Context: an optimization exercise on an open-source flow, tuned for small area, a short achievable clock period and few clock cycles. The choices shown serve that exercise and are no tape-out recipe.
Function was checked by simulation only, so behaviour that the tests miss may differ from the original.
Power and IR drop assume default switching activity.

==> flow/design.v <==
`default_nettype none
package bias_pkg;
	typedef logic [(4 * 16)-1:0] ddr_word_t;
	typedef logic signed [16-1:0] bias_t;
	typedef logic signed [20-1:0] bias_out_t;
	typedef logic [4*20-1:0] bias_vec_t;  
	typedef logic [7-1:0] bb_addr_t;
	typedef logic [5-1:0] shift_t;
	typedef logic [8-1:0] word_cnt_t;
	typedef enum logic [1:0] {
		FETCH_IDLE,
		FETCH_PULL,    
		FETCH_WRITE,   
		FETCH_DONE     
	} fetch_state_t;
	typedef enum logic [1:0] {
		READ_IDLE,
		READ_READ,     
		READ_HOLD,     
		READ_DONE      
	} reader_state_t;
endpackage
`default_nettype wire
`timescale 1ns/100ps
`default_nettype none
module bias_fetch (
	input  logic                 clk,
	input  logic                 rst,
	input  logic                 cfg_req,
	input  bias_pkg::word_cnt_t  cfg_count,
	input  bias_pkg::bb_addr_t   cfg_addr,
	output logic                 cfg_ack,
	output logic                 fetch_busy,
	input  logic                 fifo_empty,
	output logic                 fifo_req,
	input  bias_pkg::bb_addr_t   phase,
	output logic [(1 << 3)-1:0] wr_port
);
	localparam int SLOT_W = 7 - 3;  
	logic                active_q;   
	logic                pull_q;     
	logic                ack_q;
	logic                pend_q;     
	logic                go_q;       
	bias_pkg::word_cnt_t cnt_q;      
	bias_pkg::bb_addr_t  addr_q;     
	logic [(1 << 3)-1:0] port_q;
	logic start, pop, last, pull_next;
	bias_pkg::bb_addr_t land, land_next;
	assign start = cfg_req && !active_q;
	assign pop   = go_q && !fifo_empty;
	assign last  = (cnt_q == bias_pkg::word_cnt_t'(1));
	assign land      = phase + bias_pkg::bb_addr_t'(2) - addr_q;
	assign land_next = start ? phase + bias_pkg::bb_addr_t'(3) - cfg_addr
	                         : land + bias_pkg::bb_addr_t'(1);
	always_comb begin
		pull_next = pull_q;
		if (start) pull_next = (cfg_count != '0);
		else if (pop && last) pull_next = 1'b0;
	end
	always_ff @(posedge clk) begin
		if (rst) begin
			active_q <= 1'b0;
			pull_q   <= 1'b0;
			go_q     <= 1'b0;
			ack_q    <= 1'b0;
			pend_q   <= 1'b0;
			port_q   <= '0;
		end else begin
			active_q <= cfg_req;
			pend_q   <= pop;
			pull_q   <= pull_next;
			go_q     <= pull_next && ((pop && !start) || (land_next[SLOT_W-1:0] == '0));
			for (int k = 0; k < (1 << 3); k++) begin
				port_q[k] <= pop && (land[7-1:SLOT_W] == 3'(k));
			end
			if (start) begin
				ack_q <= (cfg_count == '0);
			end else if (!cfg_req) begin
				ack_q <= 1'b0;
			end else if (pop && last) begin
				ack_q <= 1'b1;
			end
		end
	end
	always_ff @(posedge clk) begin
		if (start) begin
			cnt_q  <= cfg_count;
			addr_q <= cfg_addr;
		end else if (pop) begin
			cnt_q  <= cnt_q - bias_pkg::word_cnt_t'(1);
			addr_q <= addr_q + bias_pkg::bb_addr_t'(1);  
		end
	end
	assign fifo_req   = pop;
	assign wr_port    = port_q;
	assign cfg_ack    = ack_q;
	assign fetch_busy = pull_q || pend_q;
endmodule
`default_nettype wire
`timescale 1ns/100ps
`default_nettype none
module bias_buffer (
	input  logic                 clk,
	input  logic                 rst,
	output bias_pkg::bb_addr_t   phase,
	input  logic [(1 << 3)-1:0] wr_port,
	input  bias_pkg::ddr_word_t  wr_data,
	input  bias_pkg::bb_addr_t   rd_addr,
	output bias_pkg::ddr_word_t  rd_data
);
	localparam int SLOT_W = 7 - 3;
	bias_pkg::ddr_word_t slot [(1 << 7)];
	bias_pkg::bb_addr_t  phase_q;
	bias_pkg::bb_addr_t  pos;
	always_ff @(posedge clk) begin
		if (rst) begin
			phase_q <= '0;
		end else begin
			phase_q <= phase_q + bias_pkg::bb_addr_t'(1);
		end
	end
	always_ff @(posedge clk) begin
		for (int i = 0; i < (1 << 7); i++) begin
			if (i % (1 << SLOT_W) == 0 && wr_port[i >> SLOT_W]) begin
				slot[i] <= wr_data;
			end else begin
				slot[i] <= slot[(i + (1 << 7) - 1) % (1 << 7)];
			end
		end
	end
	assign phase   = phase_q;
	assign pos     = phase_q - rd_addr;
	logic [(1 << 7)-1:0] sel;
	logic [(1 << 7)-1:0] col [(4 * 16)];
	always_comb begin
		for (int j = 0; j < (1 << 7); j++) begin
			sel[j] = (pos == bias_pkg::bb_addr_t'(j));
		end
	end
	for (genvar b = 0; b < (4 * 16); b++) begin : g_rd
		for (genvar j = 0; j < (1 << 7); j++) begin : g_col
			assign col[b][j] = slot[j][b];
		end
		bias_rdbit u_bit (.sel(sel), .d(col[b]), .y(rd_data[b]));
	end
endmodule
`default_nettype wire
module bias_ao222n (
	input  logic [2:0] a,
	input  logic [2:0] b,
	output logic       y_n
);
	assign y_n = ~|(a & b);
endmodule
module bias_ao22n (
	input  logic [1:0] a,
	input  logic [1:0] b,
	output logic       y_n
);
	assign y_n = ~|(a & b);
endmodule
module bias_nand4 (
	input  logic [3:0] a,
	output logic       y
);
	assign y = ~&a;
endmodule
module bias_nand3 (
	input  logic [2:0] a,
	output logic       y
);
	assign y = ~&a;
endmodule
module bias_nor4 (
	input  logic [3:0] a,
	output logic       y_n
);
	assign y_n = ~|a;
endmodule
module bias_nor3 (
	input  logic [2:0] a,
	output logic       y_n
);
	assign y_n = ~|a;
endmodule
module bias_rdbit (
	input  logic [127:0] sel,
	input  logic [127:0] d,
	output logic         y
);
	logic [42:0] l1_n;  
	logic [10:0] l2;    
	logic [2:0]  l3_n;  
	for (genvar g = 0; g < 42; g++) begin : g_l1
		bias_ao222n u (.a(sel[3*g +: 3]), .b(d[3*g +: 3]), .y_n(l1_n[g]));
	end
	bias_ao22n u_l1_last (.a(sel[127:126]), .b(d[127:126]), .y_n(l1_n[42]));
	for (genvar g = 0; g < 10; g++) begin : g_l2
		bias_nand4 u (.a(l1_n[4*g +: 4]), .y(l2[g]));
	end
	bias_nand3 u_l2_last (.a(l1_n[42:40]), .y(l2[10]));
	bias_nor4 u_l3_0 (.a(l2[3:0]), .y_n(l3_n[0]));
	bias_nor4 u_l3_1 (.a(l2[7:4]), .y_n(l3_n[1]));
	bias_nor3 u_l3_2 (.a(l2[10:8]), .y_n(l3_n[2]));
	bias_nand3 u_l4 (.a(l3_n), .y(y));
endmodule
`default_nettype wire
`timescale 1ns/100ps
`default_nettype none
module bias_reader (
	input  logic                 clk,
	input  logic                 rst,
	input  logic                 rd_req,
	input  bias_pkg::shift_t     rd_shift,
	input  logic                 fetch_busy,  
	output logic                 rd_ack,
	output bias_pkg::bias_vec_t  bias_out,
	input  bias_pkg::ddr_word_t  buf_data
);
	logic                ack_q;
	bias_pkg::bias_vec_t scaled;
	bias_pkg::bias_vec_t bias_q;
	always_ff @(posedge clk) begin
		if (rst) begin
			ack_q <= 1'b0;
		end else begin
			ack_q <= rd_req && (ack_q || !fetch_busy);
		end
	end
	always_comb begin
		bias_pkg::bias_t lane;
		bias_pkg::bias_out_t ext;
		scaled = '0;
		for (int k = 0; k < 4; k++) begin
			lane = buf_data[k*16 +: 16];
			ext  = bias_pkg::bias_out_t'(lane);
			scaled[k*20 +: 20] = ext << rd_shift;
		end
	end
	always_ff @(posedge clk) begin
		if (!ack_q) begin
			bias_q <= scaled;
		end
	end
	assign bias_out = bias_q;
	assign rd_ack   = rd_req && ack_q;
endmodule
`default_nettype wire
`timescale 1ns/100ps
`default_nettype none
module bias_path_top (
	input  logic                 clk,
	input  logic                 rst,
	input  logic                 cfg_req,
	input  bias_pkg::word_cnt_t  cfg_count,
	input  bias_pkg::bb_addr_t   cfg_addr,
	output logic                 cfg_ack,
	input  logic                 fifo_empty,
	output logic                 fifo_req,
	input  bias_pkg::ddr_word_t  fifo_data,
	input  logic                 rd_req,
	input  bias_pkg::bb_addr_t   rd_addr,
	input  bias_pkg::shift_t     rd_shift,
	output logic                 rd_ack,
	output bias_pkg::bias_vec_t  bias_out
);
	logic fetch_busy;
	logic [(1 << 3)-1:0] wr_port;
	bias_pkg::bb_addr_t phase;
	bias_pkg::ddr_word_t buf_data;
	bias_fetch fetch0 (
		.clk        (clk),
		.rst        (rst),
		.cfg_req    (cfg_req),
		.cfg_count  (cfg_count),
		.cfg_addr   (cfg_addr),
		.cfg_ack    (cfg_ack),
		.fetch_busy (fetch_busy),
		.fifo_empty (fifo_empty),
		.fifo_req   (fifo_req),
		.phase      (phase),
		.wr_port    (wr_port)
	);
	bias_buffer buffer0 (
		.clk     (clk),
		.rst     (rst),
		.phase   (phase),
		.wr_port (wr_port),
		.wr_data (fifo_data),
		.rd_addr (rd_addr),
		.rd_data (buf_data)
	);
	bias_reader reader0 (
		.clk        (clk),
		.rst        (rst),
		.rd_req     (rd_req),
		.rd_shift   (rd_shift),
		.fetch_busy (fetch_busy),
		.rd_ack     (rd_ack),
		.bias_out   (bias_out),
		.buf_data   (buf_data)
	);
endmodule
`default_nettype wire
==> flow/run.sh <==
#!/bin/bash
# synth_recipe.tcl (not shown) runs the flow's synth.tcl, then flattens the netlist and writes it again
# the make line also repeats each setting of config.mk as NAME=value (left out here)
make -C /OpenROAD-flow-scripts/flow DESIGN_CONFIG=/design/flow/config.mk WORK_HOME=/design/flow/orfs CLKGATE_MAP_FILE= SYNTH_SCRIPT=/design/flow/synth_recipe.tcl finish
==> flow/config.mk <==
export PLATFORM = sky130hd
export DESIGN_NAME = bias_path_top
export DESIGN_NICKNAME = bias_path_top
export VERILOG_FILES = /design/flow/design.v
export SDC_FILE = /design/flow/constraint.sdc
export NUM_CORES = 4
export LEC_CHECK = 0
export CAP_MARGIN = 20
export CORE_MARGIN = 2
export CORE_UTILIZATION = 40
export SLEW_MARGIN = 20
export SYNTH_HIERARCHICAL = 1
export SYNTH_MEMORY_MAX_BITS = 16384
==> flow/constraint.sdc <==
create_clock -name core_clock -period 5.5 [get_ports {clk}]
set_input_delay 1.1000 -clock core_clock [delete_from_list [all_inputs] [get_ports {clk}]]
set_output_delay 1.1000 -clock core_clock [all_outputs]
set_load 0.01 [all_outputs]
==> results.json, run 1 <==
{
  "outcome": "complete, but fails checks",
  "failed_checks": "setup timing",
  "design.die.area_um2": 540000,
  "placementRows": 268,
  "hp-class": "flop to flop",
  "regArea_um2": 167000,
  "port-buffer-count": 178,
  "synth_area_leaders": "dfxtp_1 77%, a222oi_1 13%, mux2_2 2.8%",
  "rsz0062_at_grt": "true",
  "fillers": 43400,
  "dr.first_iter.drc_count": 28000,
  "max_freq_mhz": 164,
  "syn_to_final_growth_pct": 29.3,
  "drc": 0,
  "h-tree-depth": 6,
  "synth_top_area_frac": 0.770,
  "wire_per_inst_um": 31.4,
  "path_max_fanout": 9,
  "ir_worst_vdd_mv": 0.381,
  "start_util": 0.401,
  "layout.nets": 16500,
  "antenna_found_initial": 110,
  "clkSinkCount": 8308,
  "critPathLaunchType": "flop",
  "worst-slew-pin-transition_ps": 1260,
  "syn-instance-count": 13400,
  "worstSetupPathType": "flop to flop",
  "clockBufferDepth": 4,
  "ys.flop_type": "dfxtp_1",
  "worstSetupEndpointType": "flop",
  "ant_nets": 0,
  "synth-edff-count": 95,
  "utilization": 0.519,
  "finalSetupViolCount": 76,
  "skew_ps": 120,
  "track_usage": 0.266,
  "cts-buffers-inserted": 763,
  "layout_min_cycle_time_ps": 6090,
  "place.gp.congestion": 0.915,
  "fin_area_um2": 276000,
  "seq_area_frac_synth": 0.783,
  "multi_input_area_um2": 48800,
  "grt_pass1_vias": 140000,
  "tritoncts": "built",
  "avgViaCountPerCell": 6.00,
  "hold_viol_final": 0,
  "yosysWarnings": 13,
  "synthDistinctLibCells": 76,
  "power_leakage_nw": 107,
  "async_flop_share": 0,
  "grt-ovfl-total": 0,
  "wl_mm": 757,
  "max_slew_margin": 0.157,
  "first_pass_iters": 12,
  "cts_root_buf": "clkbuf_16",
  "fin_crit_sh": 1.11,
  "holdBufCountCts": 0,
  "synth.ff_latch_count": 8308,
  "clk_latency_ps": 1170,
  "grt_max_degree": 75,
  "die_y_um": 735,
  "final_max_slew_viol_count": 0,
  "grt_pass1_wl_mm": 1040,
  "placedInstanceArea_um2": 244000,
  "ys_top_cells_by_count": "8,213 x dfxtp_1, 2,688 x a222oi_1, 644 x nand4_1",
  "drive_above_1_share": 0.270,
  "max_cap_violations": 0,
  "clkTransAtPathRegs_ps": 70,
  "syn-cell-area_um2": 214000,
  "fin_ws_ps": -587,
  "arrival_ps": 6960,
  "power_mw": 119,
  "die_w_um": 735,
  "critPathRequiredTime_ps": 6370,
  "io_pins": 179,
  "placeableCoreArea_um2": 532000,
  "power_density_nw_per_um2": 430,
  "yosys.area.top_type": "dfxtp_1",
  "dp.final_hpwl_mm": 529,
  "avgSynthCellArea_um2": 15.9,
  "yosysMostFrequentCell": "dfxtp_1",
  "vias": 145000,
  "whs_ps": 235
}
-- worst paths after layout --
path	cells past startpoint	start	slack [ps]	to
max	23	buffer0.phase_q[0]$_SDFF_PP0_	-590	reader0.bias_q[76]$_DFFE_PN_
max reg2reg	23	buffer0.phase_q[0]$_SDFF_PP0_	-590	reader0.bias_q[76]$_DFFE_PN_
min	0	buffer0.slot[78][54]$_DFF_P_	240	buffer0.slot[79][54]$_DFF_P_
min reg2reg	0	buffer0.slot[78][54]$_DFF_P_	240	buffer0.slot[79][54]$_DFF_P_
-- logic make-up after synthesis --
| group | synth area share |
|---|---|
| flops | 0.783 |
| compound gates | 0.135 |
| simple gates | 0.0407 |
| mux | 0.0344 |
| buf+inv | 0.00363 |
| xor+xnor | 0.00155 |
| fa+ha+maj | 0.00180 |
-- per-stage QoR --
step	TNS (ps)	setup slack (ps)	std cells
final	-27150	-587	24100
after global routing	-32540	-632	24100
after CTS	-20110	-489	24000
after detailed placement	-182950	-2770	22400
after global placement	-194850	-3110	22400
after floorplan	-47850	-816	13400
-- flip-flops by register name, summed over array words and instances, names as in the netlist, 7 cells and up --
name / cells
reader0.bias_q: 80
buffer0.slot: 8192
fetch0.port_q: 8
fetch0.addr_q: 7
buffer0.phase_q: 7
fetch0.cnt_q: 8
-- where the power goes --
| group | leakage [nW] | internal [mW] | total (mW) | switching [mW] |
|---|---|---|---|---|
| registers | 67.2 | 61.0 | 61.4 | 0.408 |
| logic | 26.5 | 1.05 | 2.84 | 1.78 |
| clock network | 12.9 | 30.9 | 54.4 | 23.6 |
-- timing repair --
action | in CTS | in global routing
cloned | 14 | 12
pin swaps | 243 | 189
setup endpoints to repair | 80 | 78
buffers inserted | 185 | 86
gates resized for setup | 317 | 173
-- Yosys stat by module, one instance, submodules excluded, a selection --
module / cells / times used / area (µm²) / flip-flops and latches
bias_buffer: 9027 / 1 / 172000 / 8199
bias_reader: 491 / 1 / 5760 / 81
bias_fetch: 177 / 1 / 1730 / 28
bias_ao22n: 1 / 64 / 12.5 / 0
bias_nor4: 1 / 128 / 12.5 / 0
bias_ao222n: 1 / 2688 / 10.0 / 0
bias_nor3: 1 / 64 / 10.0 / 0
bias_nand4: 1 / 640 / 6.26 / 0
bias_nand3: 1 / 128 / 5.00 / 0
-- layout by cell type, fill, tap and decap left out, types with 16 or more instances in the layout --
cell type,n
buf_4,1616
nor4_4,49
clkdlybuf4s50_1,160
clkbuf_1,166
nor3_2,61
dfxtp_1,8204
edfxtp_1,95
buf_16,16
buf_6,131
ha_1,23
o21ai_0,16
inv_1,25
bufinv_16,46
mux4_2,34
clkinv_2,125
buf_8,28
nor3_4,139
nand3_4,26
nand2_1,36
nor4_1,17
a21oi_1,17
xnor2_1,21
nor2_1,66
nor2_2,17
clkbuf_16,782
buf_12,400
diode_2,43
nor4_2,80
a22oi_2,69
clkbuf_8,198
mux2_4,28
nand3_1,101
clkinv_16,39
mux2_2,514
nand3_2,18
mux2i_1,23
nand4_1,644
a222oi_1,2688
-- critical path, stage by stage, from the launching register on --
cell and delay (ps):
dfxtp_2 340, inv_4 70, ha_4 130, inv_2 40, fa_2 330, a211o_1 310
a31o_1 240, a21oi_4 250, buf_6 180, xnor2_4 200, buf_6 200, buf_16 140
nor3_4 90, buf_12 170, a222oi_1 520, nand4_1 340, nor4_4 640, buf_4 240
nand3_4 110, buf_12 190, mux2_4 280, mux4_2 520, a2bb2oi_2 130, o21ai_1 90
-- cell type report --
cell class | count | area share
diodes | 43 | 0.000390
clock buffers | 1132 | 0.0817
clock inverters | 261 | 0.0137
inverters | 32 | 0.000507
multi-input cells | 4924 | 0.177
flip-flops and latches | 8308 | 0.606
well taps | 7020 | 0.0318
repair buffers | 2388 | 0.0894
-- routing by layer --
metal	part of all wire	vias up	wire, µm	global-route usage
li1	-	61400	-	-
met1	0.41	73600	313000	0.374
met2	0.43	8351	324000	0.400
met3	0.12	1347	87500	0.0601
met4	0.042	22	32100	0.0973
met5	0.00023	-	173	0
Testbench counts, summed over its fixed seeds: cycles 11,523.
==> inputs of run 2 (changes only) <==
--- a/flow/design.v
+++ b/flow/design.v
@@ -110,14 +110,24 @@
 	output bias_pkg::ddr_word_t  rd_data
 );
 	localparam int SLOT_W = 7 - 3;
+	localparam int LO_W = 4;                        
+	localparam int HI_W = 7 - LO_W;      
+	localparam int LO_N = 1 << LO_W;
+	localparam int HI_N = 1 << HI_W;
 	bias_pkg::ddr_word_t slot [(1 << 7)];
-	bias_pkg::bb_addr_t  phase_q;
-	bias_pkg::bb_addr_t  pos;
+	bias_pkg::bb_addr_t  phase_q, phase_n;
+	logic [LO_W-1:0]     lo_exp_q [LO_N];   
+	logic [HI_W-1:0]     hi_exp_q [HI_N];   
+	logic [LO_N-1:0]     gt_q;              
+	assign phase_n = rst ? '0 : phase_q + bias_pkg::bb_addr_t'(1);
 	always_ff @(posedge clk) begin
-		if (rst) begin
-			phase_q <= '0;
-		end else begin
-			phase_q <= phase_q + bias_pkg::bb_addr_t'(1);
+		phase_q <= phase_n;
+		for (int k = 0; k < LO_N; k++) begin
+			lo_exp_q[k] <= phase_n[LO_W-1:0] - LO_W'(k);
+			gt_q[k]     <= (LO_W'(k) > phase_n[LO_W-1:0]);
+		end
+		for (int k = 0; k < HI_N; k++) begin
+			hi_exp_q[k] <= phase_n[7-1:LO_W] - HI_W'(k);
 		end
 	end
 	always_ff @(posedge clk) begin
@@ -129,15 +139,28 @@
 			end
 		end
 	end
-	assign phase   = phase_q;
-	assign pos     = phase_q - rd_addr;
+	assign phase = phase_q;
+	logic [LO_N-1:0] lo_hit;
+	logic [HI_N-1:0] hi_hit;
 	logic [(1 << 7)-1:0] sel;
-	logic [(1 << 7)-1:0] col [(4 * 16)];
-	always_comb begin
-		for (int j = 0; j < (1 << 7); j++) begin
-			sel[j] = (pos == bias_pkg::bb_addr_t'(j));
+	for (genvar k = 0; k < LO_N; k++) begin : g_lo
+		bias_eq4 u_eq (.a(rd_addr[LO_W-1:0]), .b(lo_exp_q[k]), .y(lo_hit[k]));
+	end
+	for (genvar k = 0; k < HI_N; k++) begin : g_hi
+		bias_eq3 u_eq (.a(rd_addr[7-1:LO_W]), .b(hi_exp_q[k]), .y(hi_hit[k]));
+	end
+	for (genvar k = 0; k < HI_N; k++) begin : g_sel_hi
+		for (genvar j = 0; j < LO_N; j++) begin : g_sel_lo
+			bias_sel u_sel (
+				.lo  (lo_hit[j]),
+				.b   (gt_q[j]),
+				.hi0 (hi_hit[k]),
+				.hi1 (hi_hit[(k + 1) % HI_N]),
+				.y   (sel[k*LO_N + j])
+			);
 		end
 	end
+	logic [(1 << 7)-1:0] col [(4 * 16)];
 	for (genvar b = 0; b < (4 * 16); b++) begin : g_rd
 		for (genvar j = 0; j < (1 << 7); j++) begin : g_col
 			assign col[b][j] = slot[j][b];
@@ -146,6 +169,29 @@
 	end
 endmodule
 `default_nettype wire
+module bias_eq4 (
+	input  logic [3:0] a,
+	input  logic [3:0] b,
+	output logic       y
+);
+	assign y = ~|(a ^ b);
+endmodule
+module bias_eq3 (
+	input  logic [2:0] a,
+	input  logic [2:0] b,
+	output logic       y
+);
+	assign y = ~|(a ^ b);
+endmodule
+module bias_sel (
+	input  logic lo,
+	input  logic b,
+	input  logic hi0,
+	input  logic hi1,
+	output logic y
+);
+	assign y = lo & (b ? hi1 : hi0);
+endmodule
 module bias_ao222n (
 	input  logic [2:0] a,
 	input  logic [2:0] b,
@@ -220,7 +266,6 @@
 );
 	logic                ack_q;
 	bias_pkg::bias_vec_t scaled;
-	bias_pkg::bias_vec_t bias_q;
 	always_ff @(posedge clk) begin
 		if (rst) begin
 			ack_q <= 1'b0;
@@ -228,24 +273,44 @@
 			ack_q <= rd_req && (ack_q || !fetch_busy);
 		end
 	end
-	always_comb begin
-		bias_pkg::bias_t lane;
-		bias_pkg::bias_out_t ext;
-		scaled = '0;
-		for (int k = 0; k < 4; k++) begin
-			lane = buf_data[k*16 +: 16];
-			ext  = bias_pkg::bias_out_t'(lane);
-			scaled[k*20 +: 20] = ext << rd_shift;
-		end
-	end
+	localparam int OW = 20;
+	localparam int SW = 16 - 1;    
+	logic [OW-1:0]    sh_eq_q;   
+	logic [OW-SW-1:0] sh_le_q;   
+	bias_pkg::ddr_word_t word_q;
 	always_ff @(posedge clk) begin
-		if (!ack_q) begin
-			bias_q <= scaled;
+		word_q <= buf_data;
+		for (int v = 0; v < OW; v++) sh_eq_q[v] <= (rd_shift == 5'(v));
+		for (int m = 0; m < OW - SW; m++) sh_le_q[m] <= (rd_shift <= 5'(m));
+	end
+	for (genvar k = 0; k < 4; k++) begin : g_lane
+		for (genvar i = 0; i < OW; i++) begin : g_bit
+			localparam int LO = (i >= SW) ? i - SW + 1 : 0;
+			localparam int NT = i - LO + 1 + ((i >= SW) ? 1 : 0);
+			logic [NT-1:0] t_s, t_d;
+			for (genvar s = LO; s <= i; s++) begin : g_t
+				assign t_s[s - LO] = sh_eq_q[s];
+				assign t_d[s - LO] = word_q[k*16 + i - s];
+			end
+			if (i >= SW) begin : g_sign
+				assign t_s[NT-1] = sh_le_q[i - SW];
+				assign t_d[NT-1] = word_q[k*16 + SW];
+			end
+			bias_andor #(.N(NT)) u_ao (.s(t_s), .d(t_d), .y(scaled[k*OW + i]));
 		end
 	end
-	assign bias_out = bias_q;
+	assign bias_out = scaled;
 	assign rd_ack   = rd_req && ack_q;
 endmodule
+module bias_andor #(
+	parameter int N = 2
+) (
+	input  logic [N-1:0] s,
+	input  logic [N-1:0] d,
+	output logic         y
+);
+	assign y = |(s & d);
+endmodule
 `default_nettype wire
 `timescale 1ns/100ps
 `default_nettype none
--- a/flow/config.mk
+++ b/flow/config.mk
@@ -7,7 +7,8 @@
 export LEC_CHECK = 0
 export CAP_MARGIN = 20
 export CORE_MARGIN = 2
-export CORE_UTILIZATION = 40
+export CORE_UTILIZATION = 60
+export SETUP_SLACK_MARGIN = 2.0
 export SLEW_MARGIN = 20
 export SYNTH_HIERARCHICAL = 1
 export SYNTH_MEMORY_MAX_BITS = 16384
==> results.json, run 2 <==
{
  "final_cell_mix": "8,243 x dfxtp_1, 2,716 x a222oi_1, 770 x clkbuf_16",
  "wl_mm": 831,
  "grt-ovfl-total": 0,
  "skew_ps": 47.3,
  "async_flop_share": 0,
  "clockBufferDepth": 4,
  "holdBufCountCts": 0,
  "seq_area_frac_synth": 0.770,
  "first_pass_iters": 22,
  "synthDistinctLibCells": 54,
  "synth.ff_latch_count": 8367,
  "worstSetupEndpointType": "output pin",
  "syn-instance-count": 13800,
  "largestRegisters": "buffer0.slot x8192, reader0.word_q x64, buffer0.lo_exp_q x28",
  "min_path_cells": 0,
  "outcome": "finished clean",
  "power_leakage_nw": 99.6,
  "dr.first_iter.drc_count": 32900,
  "tritoncts": "built",
  "die_w_um": 607,
  "cp_top_family": "buffers and inverters",
  "antenna_found_initial": 86,
  "synth_top_area_frac": 0.768,
  "yosysWarnings": 17,
  "hold_path_startpoint": "buffer0.slot[98][29]$_DFF_P_",
  "fin_crit_sh": 0.691,
  "finalSetupViolCount": 0,
  "vias": 151000,
  "clkSinkCount": 8367,
  "worstRegToRegCells": 12,
  "placeableCoreArea_um2": 362000,
  "avgSynthCellArea_um2": 15.8,
  "yosys.area.top_type": "dfxtp_1",
  "avgViaCountPerCell": 7.20,
  "worst-slew-pin-transition_ps": 1270,
  "hold_viol_final": 0,
  "syn-cell-area_um2": 218000,
  "slowest_delay_ps": 440,
  "r2r_end": "reader0.word_q[11]$_DFF_P_",
  "power_mw": 116,
  "clk_latency_ps": 1100,
  "track_usage": 0.428,
  "cts_root_buf": "clkbuf_16",
  "die_y_um": 607,
  "cts-buffers-inserted": 740,
  "cp_cell_sequence": "buf_8, a22o_1, a221oi_2, nand4_1, buf_6",
  "min_to": "buffer0.slot[99][29]$_DFF_P_",
  "arrival_ps": 2700,
  "place.gp.congestion": 0.922,
  "dp.final_hpwl_mm": 493,
  "ys.flop_type": "dfxtp_1",
  "clkTransAtPathRegs_ps": 60,
  "start_util": 0.602,
  "synth_area_leaders": "dfxtp_1 77%, a222oi_1 12%, mux2_2 2.6%",
  "max_cap_violations": 0,
  "drive_above_1_share": 0.208,
  "port-buffer-count": 178,
  "synth-edff-count": 15,
  "grt_max_degree": 65,
  "design.die.area_um2": 368000,
  "critPathLaunchType": "flop",
  "wire_per_inst_um": 39.7,
  "grt_pass1_vias": 148000,
  "rsz0062_at_grt": "true",
  "placementRows": 221,
  "final_max_slew_viol_count": 0,
  "syn_to_final_growth_pct": 21.2,
  "layout.nets": 15600,
  "slowest_stage": "dfxtp_4",
  "path_buf_inv": 2,
  "io_pins": 179,
  "max_freq_mhz": 263,
  "largest_reg_flops": 8192,
  "grt_pass1_wl_mm": 1120,
  "critPathRequiredTime_ps": 4400,
  "power_density_nw_per_um2": 440,
  "worst-r2r-setup-slack_ps": 1890,
  "placedInstanceArea_um2": 233000,
  "ant_nets": 0,
  "ir_worst_vdd_mv": 0.425,
  "yosysMostFrequentCell": "dfxtp_1",
  "max_slew_margin": 0.150,
  "fillers": 23000,
  "worstReg2RegStart": "buffer0.hi_exp_q[7][0]$_DFF_P_",
  "worstSetupPathType": "flop to output pin",
  "largest-register": "buffer0.slot",
  "ys_top_cells_by_count": "8,352 x dfxtp_1, 2,716 x a222oi_1, 677 x nand4_1",
  "hp-class": "flop to flop",
  "fin_area_um2": 264000,
  "final_common_cell": "dfxtp_1",
  "layout_min_cycle_time_ps": 3800,
  "drc": 0,
  "path_max_fanout": 9,
  "worst-path-stages": 5,
  "h-tree-depth": 6
}
run 2: changes by cell type after synthesis, moves of 93 or more:
cell,previous run,this run
a22oi_1,5,120
xor2_1,12,105
dfxtp_1,8213,8352
nor2b_1,14,135
a22o_1,4,120
nor3_1,141,13
a221oi_2,0,108
run 2: kinds of logic after synthesis:
| logic type | share of synthesized area |
|---|---|
| AOI/OAI and AO/OA | 0.147 |
| DFF | 0.770 |
| buffers and inverters | 0.00242 |
| xor gates and xnor gates | 0.00523 |
| and+or+nand+nor | 0.0415 |
| other | 0.0000172 |
| muxes | 0.0323 |
| adders and majority gates | 0.00219 |
run 2: how the worst max path moves through the flow:
stage,from,to
6_report,reader0.word_q[49]$_DFF_P_,bias_out[76]
5_1_grt,reader0.word_q[49]$_DFF_P_,bias_out[78]
4_1_cts,reader0.word_q[50]$_DFF_P_,bias_out[75]
3_5_place_dp,rd_addr[6],reader0.word_q[11]$_DFF_P_
3_3_place_gp,rd_addr[6],reader0.word_q[11]$_DFF_P_
2_1_floorplan,rd_addr[6],reader0.word_q[10]$_DFF_P_
run 2: where the power goes:
part	switching, mW	leakage [nW]	internal (mW)
Combinational	1.35	19.9	0.631
Sequential	0.529	67.5	61.3
Clock	22.9	12.2	29.7
run 2: Yosys stat by module, one instance, submodules excluded, a selection:
module	area [µm²]	cells	times used
bias_fetch	1730	177	1
bias_ao222n	10.0	1	2688
bias_sel	16.3	2	128
bias_reader	2020	132	1
bias_eq3	36.3	4	8
bias_eq4	47.5	5	16
bias_ao22n	12.5	1	64
bias_nor3	10.0	1	64
bias_nand3	5.00	1	128
bias_nor4	12.5	1	128
bias_buffer	172000	8923	1
bias_nand4	6.26	1	640
run 2: worst register-to-register path, delay by kind of cell (launching register included):
family / cells / cell delay (ps)
and+or+nand+nor: 5 / 1250
AOI/OAI and AO/OA: 1 / 680
buffers and inverters: 4 / 610
DFF: 1 / 440
xor gates and xnor gates: 1 / 240
muxes: 1 / 190
run 2: cell type report:
| class | count | area (µm²) | share of cell area |
|---|---|---|---|
| Antenna cell | 58 | 145 | 0.000550 |
| Clock buffer | 1091 | 21700 | 0.0823 |
| Clock inverter | 249 | 3090 | 0.0117 |
| Inverter | 43 | 161 | 0.000611 |
| Multi-Input combinational cell | 5320 | 52000 | 0.197 |
| Sequential cell | 8367 | 168000 | 0.636 |
| Tap cell | 4794 | 6000 | 0.0227 |
| Timing Repair Buffer | 1023 | 13000 | 0.0492 |
run 2: routing by layer:
layer  vias up  routed length [µm]  GRT usage
met5         -                 914     0.0193
met4        40               61300      0.270
met3      2669              121000      0.148
met2     11700              347000      0.622
met1     75800              301000      0.545
li1      60500                   -          -
run 2: repair_timing:
action | in CTS | in global routing
pin swaps | 110 | 181
buffers inserted | 176 | 94
endpoints found under the hold margin | 0 | 0
gates resized for setup | 733 | 256
setup endpoints to repair | 145 | 132
cloned | 29 | 33
run 2: per-stage QoR:
stage / std cells / hold WS, ps / util / setup WS [ps] / setup TNS [ps]
final: 20900 / 329 / 0.730 / 1700 / 0
after global routing: 20900 / 324 / 0.729 / 1730 / 0
after CTS: 20800 / 315 / 0.723 / 1750 / 0
after detailed placement: 19200 / 335 / 0.644 / -275 / -425
after global placement: 19200 / 332 / 0.644 / -349 / -1020
after floorplan: 13800 / 330 / - / 1560 / 0
Testbench counts of run 2, summed over its fixed seeds: cycles 11,523.
==> inputs of run 3 (changes only) <==
==> flow/flow/run.sh (new file) <==
#!/bin/bash
# The standard layout (standard.sh), with clock tree synthesis told not to
# add dummy loads and to cluster up to 28 flip-flops per leaf buffer.
set -euo pipefail
export CTS_ARGS="-sink_clustering_enable -repair_clock_nets -dont_use_dummy_load -sink_clustering_size 28 -sink_clustering_max_diameter 70"
bash standard.sh finish > standard_flow.log 2>&1
==> flow/standard.sh (new file) <==
#!/bin/bash
# synth_recipe.tcl (not shown) runs the flow's synth.tcl, then flattens the netlist and writes it again
# the make line also repeats each setting of config.mk as NAME=value (left out here)
make -C /OpenROAD-flow-scripts/flow DESIGN_CONFIG=/design/flow/config.mk WORK_HOME=/design/flow/orfs CLKGATE_MAP_FILE= SYNTH_SCRIPT=/design/flow/synth_recipe.tcl "${@:-finish}"
removed: flow/run.sh
==> results.json, run 3 <==
{
  "multi_input_area_um2": 51900,
  "critPathLaunch": "reader0.word_q[49]$_DFF_P_",
  "grt-ovfl-total": 0,
  "fin_crit_sh": 0.684,
  "syn_to_final_growth_pct": 13.4,
  "first_pass_iters": 14,
  "design.die.area_um2": 368000,
  "worstSetupPathType": "flop to output pin",
  "placementRows": 221,
  "hold_viol_final": 0,
  "power_mw": 93.0,
  "cts-buffers-inserted": 355,
  "r2r_end": "reader0.word_q[53]$_DFF_P_",
  "grt_pass1_vias": 142000,
  "power_density_nw_per_um2": 377,
  "arrival_ps": 2660,
  "clkSinkCount": 8367,
  "slowest_delay_ps": 490,
  "tritoncts": "built",
  "h-tree-depth": 5,
  "grt_pass1_wl_mm": 1080,
  "path_max_fanout": 7,
  "cp_top_family": "flip-flops",
  "layout_min_cycle_time_ps": 3760,
  "path_buf_inv": 2,
  "antenna_found_initial": 74,
  "drive_above_1_share": 0.163,
  "synth_top_family_by_area": "compound AO/OA/AOI/OAI gates",
  "syn-cell-area_um2": 218000,
  "start_util": 0.602,
  "die_w_um": 607,
  "critPathLaunchType": "flop",
  "rsz0062_at_grt": "true",
  "final_max_slew_viol_count": 0,
  "synth-edff-count": 15,
  "wire_per_inst_um": 40.2,
  "clockBufferDepth": 4,
  "largest_reg_flops": 8192,
  "worstSetupEndpointType": "output pin",
  "synthDistinctLibCells": 54,
  "placeableCoreArea_um2": 362000,
  "whs_ps": 282,
  "critPathRequiredTime_ps": 4400,
  "clk_latency_ps": 1010,
  "slowest_stage": "dfxtp_4",
  "grt_max_degree": 65,
  "skew_ps": 91.0,
  "cts_root_buf": "clkbuf_16",
  "track_usage": 0.414,
  "worstRegToRegCells": 12,
  "dr.first_iter.drc_count": 31100,
  "synth_area_leaders": "dfxtp_1 77%, a222oi_1 12%, mux2_2 2.6%",
  "fin_ws_ps": 1740,
  "ant_nets": 0,
  "worst-slew-pin-transition_ps": 1260,
  "seq_area_frac_synth": 0.770,
  "yosysMostFrequentCell": "dfxtp_1",
  "dp.final_hpwl_mm": 493,
  "clkTransAtPathRegs_ps": 100,
  "synth.ff_latch_count": 8367,
  "place.gp.congestion": 0.922,
  "cp_cell_sequence": "buf_12, a22o_1, a221oi_2, nand4_1, buf_6",
  "outcome": "finished clean",
  "port-buffer-count": 178,
  "max_cap_violations": 0,
  "final_common_cell": "dfxtp_1",
  "die_y_um": 607,
  "yosysWarnings": 17,
  "max_freq_mhz": 266,
  "dp_slack_ps": -275,
  "final_cell_mix": "8,248 x dfxtp_1, 2,716 x a222oi_1, 677 x nand4_1",
  "ys.flop_type": "dfxtp_1",
  "avgViaCountPerCell": 7.31,
  "fillers": 24800,
  "yosys.area.top_type": "dfxtp_1",
  "drc": 0,
  "power_leakage_nw": 91.3,
  "ys_top_cells_by_count": "8,352 x dfxtp_1, 2,716 x a222oi_1, 677 x nand4_1",
  "synth_compound_area_frac": 0.147,
  "worstReg2RegStart": "buffer0.hi_exp_q[6][0]$_DFF_P_",
  "hp-class": "flop to flop",
  "layout.nets": 15200,
  "async_flop_share": 0,
  "largest-register": "buffer0.slot",
  "dp.cells": 19200,
  "worst-r2r-setup-slack_ps": 1820,
  "endpoint": "bias_out[75]",
  "synth-adder-area-share": 0.00219,
  "synth_xor_area_frac": 0.00523,
  "avgSynthCellArea_um2": 15.8,
  "io_pins": 179,
  "max_slew_margin": 0.162,
  "synth_top_area_frac": 0.768,
  "regArea_um2": 168000,
  "largestRegisters": "buffer0.slot x8192, reader0.word_q x64, buffer0.lo_exp_q x28",
  "synthMuxAreaShare": 0.0323,
  "finalSetupViolCount": 0,
  "wl_mm": 799,
  "final_cells": 19900,
  "ir_worst_vdd_mv": 0.313,
  "syn-instance-count": 13800,
  "synthSimpleGateAreaFrac": 0.0415,
  "vias": 145000,
  "worst-path-stages": 5
}
-- run 3: cell counts after synthesis --
No cell type changed its count.
-- run 3: logic make-up after synthesis --
family | after synthesis
buffers and inverters | 114
adders and majority gates | 37
and+or+nand+nor | 1311
other | 1
xor gates and xnor gates | 130
DFF | 8367
AOI/OAI and AO/OA | 3188
muxes | 640
-- run 3: how the worst min path moves through the flow --
stage                                 startpoint                           end  cells after the start
floorplan            buffer0.slot[99][0]$_DFF_P_  buffer0.slot[100][0]$_DFF_P_                      0
global placement    buffer0.slot[42][46]$_DFF_P_  buffer0.slot[43][46]$_DFF_P_                      0
detailed placement  buffer0.slot[69][36]$_DFF_P_  buffer0.slot[70][36]$_DFF_P_                      0
CTS                 buffer0.slot[10][35]$_DFF_P_  buffer0.slot[11][35]$_DFF_P_                      0
global route         buffer0.slot[0][39]$_DFF_P_   buffer0.slot[1][39]$_DFF_P_                      0
finish               buffer0.slot[0][34]$_DFF_P_   buffer0.slot[1][34]$_DFF_P_                      0
-- run 3: report_power, final --
group          switching (mW)  leakage (nW)  internal (mW)  total, mW
sequential              0.518          67.5           61.2       61.8
clock                    17.7          4.37           11.6       29.4
combinational            1.32          19.4          0.602       1.92
total                    19.6          91.3           73.4       93.0
-- run 3: metrics by stage --
stage	setup TNS, ps	util	instance area (µm²)
after CTS	0	0.675	244000
after global routing	0	0.682	247000
after global placement	-1020	0.644	233000
after detailed placement	-425	0.644	233000
after floorplan	0	-	219000
final	0	0.683	247000
-- run 3: area by class of cell --
type | count | share of cell area
Clock buffer | 355 | 0.0360
Antenna cell | 37 | 0.000375
Inverter | 43 | 0.000653
Sequential cell | 8367 | 0.680
Multi-Input combinational cell | 5321 | 0.210
Tap cell | 4794 | 0.0243
Timing Repair Buffer | 966 | 0.0488
-- run 3: what timing repair did --
item / 4_1_cts / 5_1_grt
cloned: 14 / 28
pin swaps: 73 / 151
resized for setup: 630 / 252
setup endpoints to repair: 145 / 104
buffers inserted: 121 / 113
hold buffers: 0 / 0
-- run 3: per-layer routing --
| metal | vias to the layer above | track usage | routed length, µm |
|---|---|---|---|
| met3 | 2400 | 0.130 | 109000 |
| li1 | 59000 | - | - |
| met2 | 10500 | 0.606 | 334000 |
| met5 | - | 0.0196 | 1240 |
| met1 | 73400 | 0.534 | 294000 |
| met4 | 47 | 0.254 | 60400 |
-- run 3: modules after synthesis, one instance, submodules excluded, a selection --
module	cell area, µm²	copies in the design
bias_fetch	1730	1
bias_eq4	47.5	16
bias_eq3	36.3	8
bias_sel	16.3	128
bias_ao222n	10.0	2688
bias_nand3	5.00	128

## re-timing with driven ports
The results above use ideal ports. As a check the final layouts listed here were re-extracted and re-timed, cells and wires unchanged.
Step 1, drivers: a clkbuf_16 drives clk and a buf_2 each remaining input, both assumed.
Step 2 also shifts input and output timing later by t, the mid clock arrival at the registers, as if the neighbouring blocks saw the same clock.
Three values: ideal, step 1, step 2; two values: the first two.
run	t (ns)	setup slack, ns	slew at the worst register clock pin (ns)	worst slew at a driven data input, ns
run 1	1.235	-0.587 / -0.587 / -1.628	0.07 / 0.07	0.22
run 2	1.176	1.702 / 1.593 / 0.759	0.07 / 0.07	0.23
run 3	1.077	1.736 / 1.621 / 0.908	0.11 / 0.11	0.38
For run 1, which loses most, drivers alone change the setup slack by 0.000 ns; drivers and shift together by -1.041 ns.
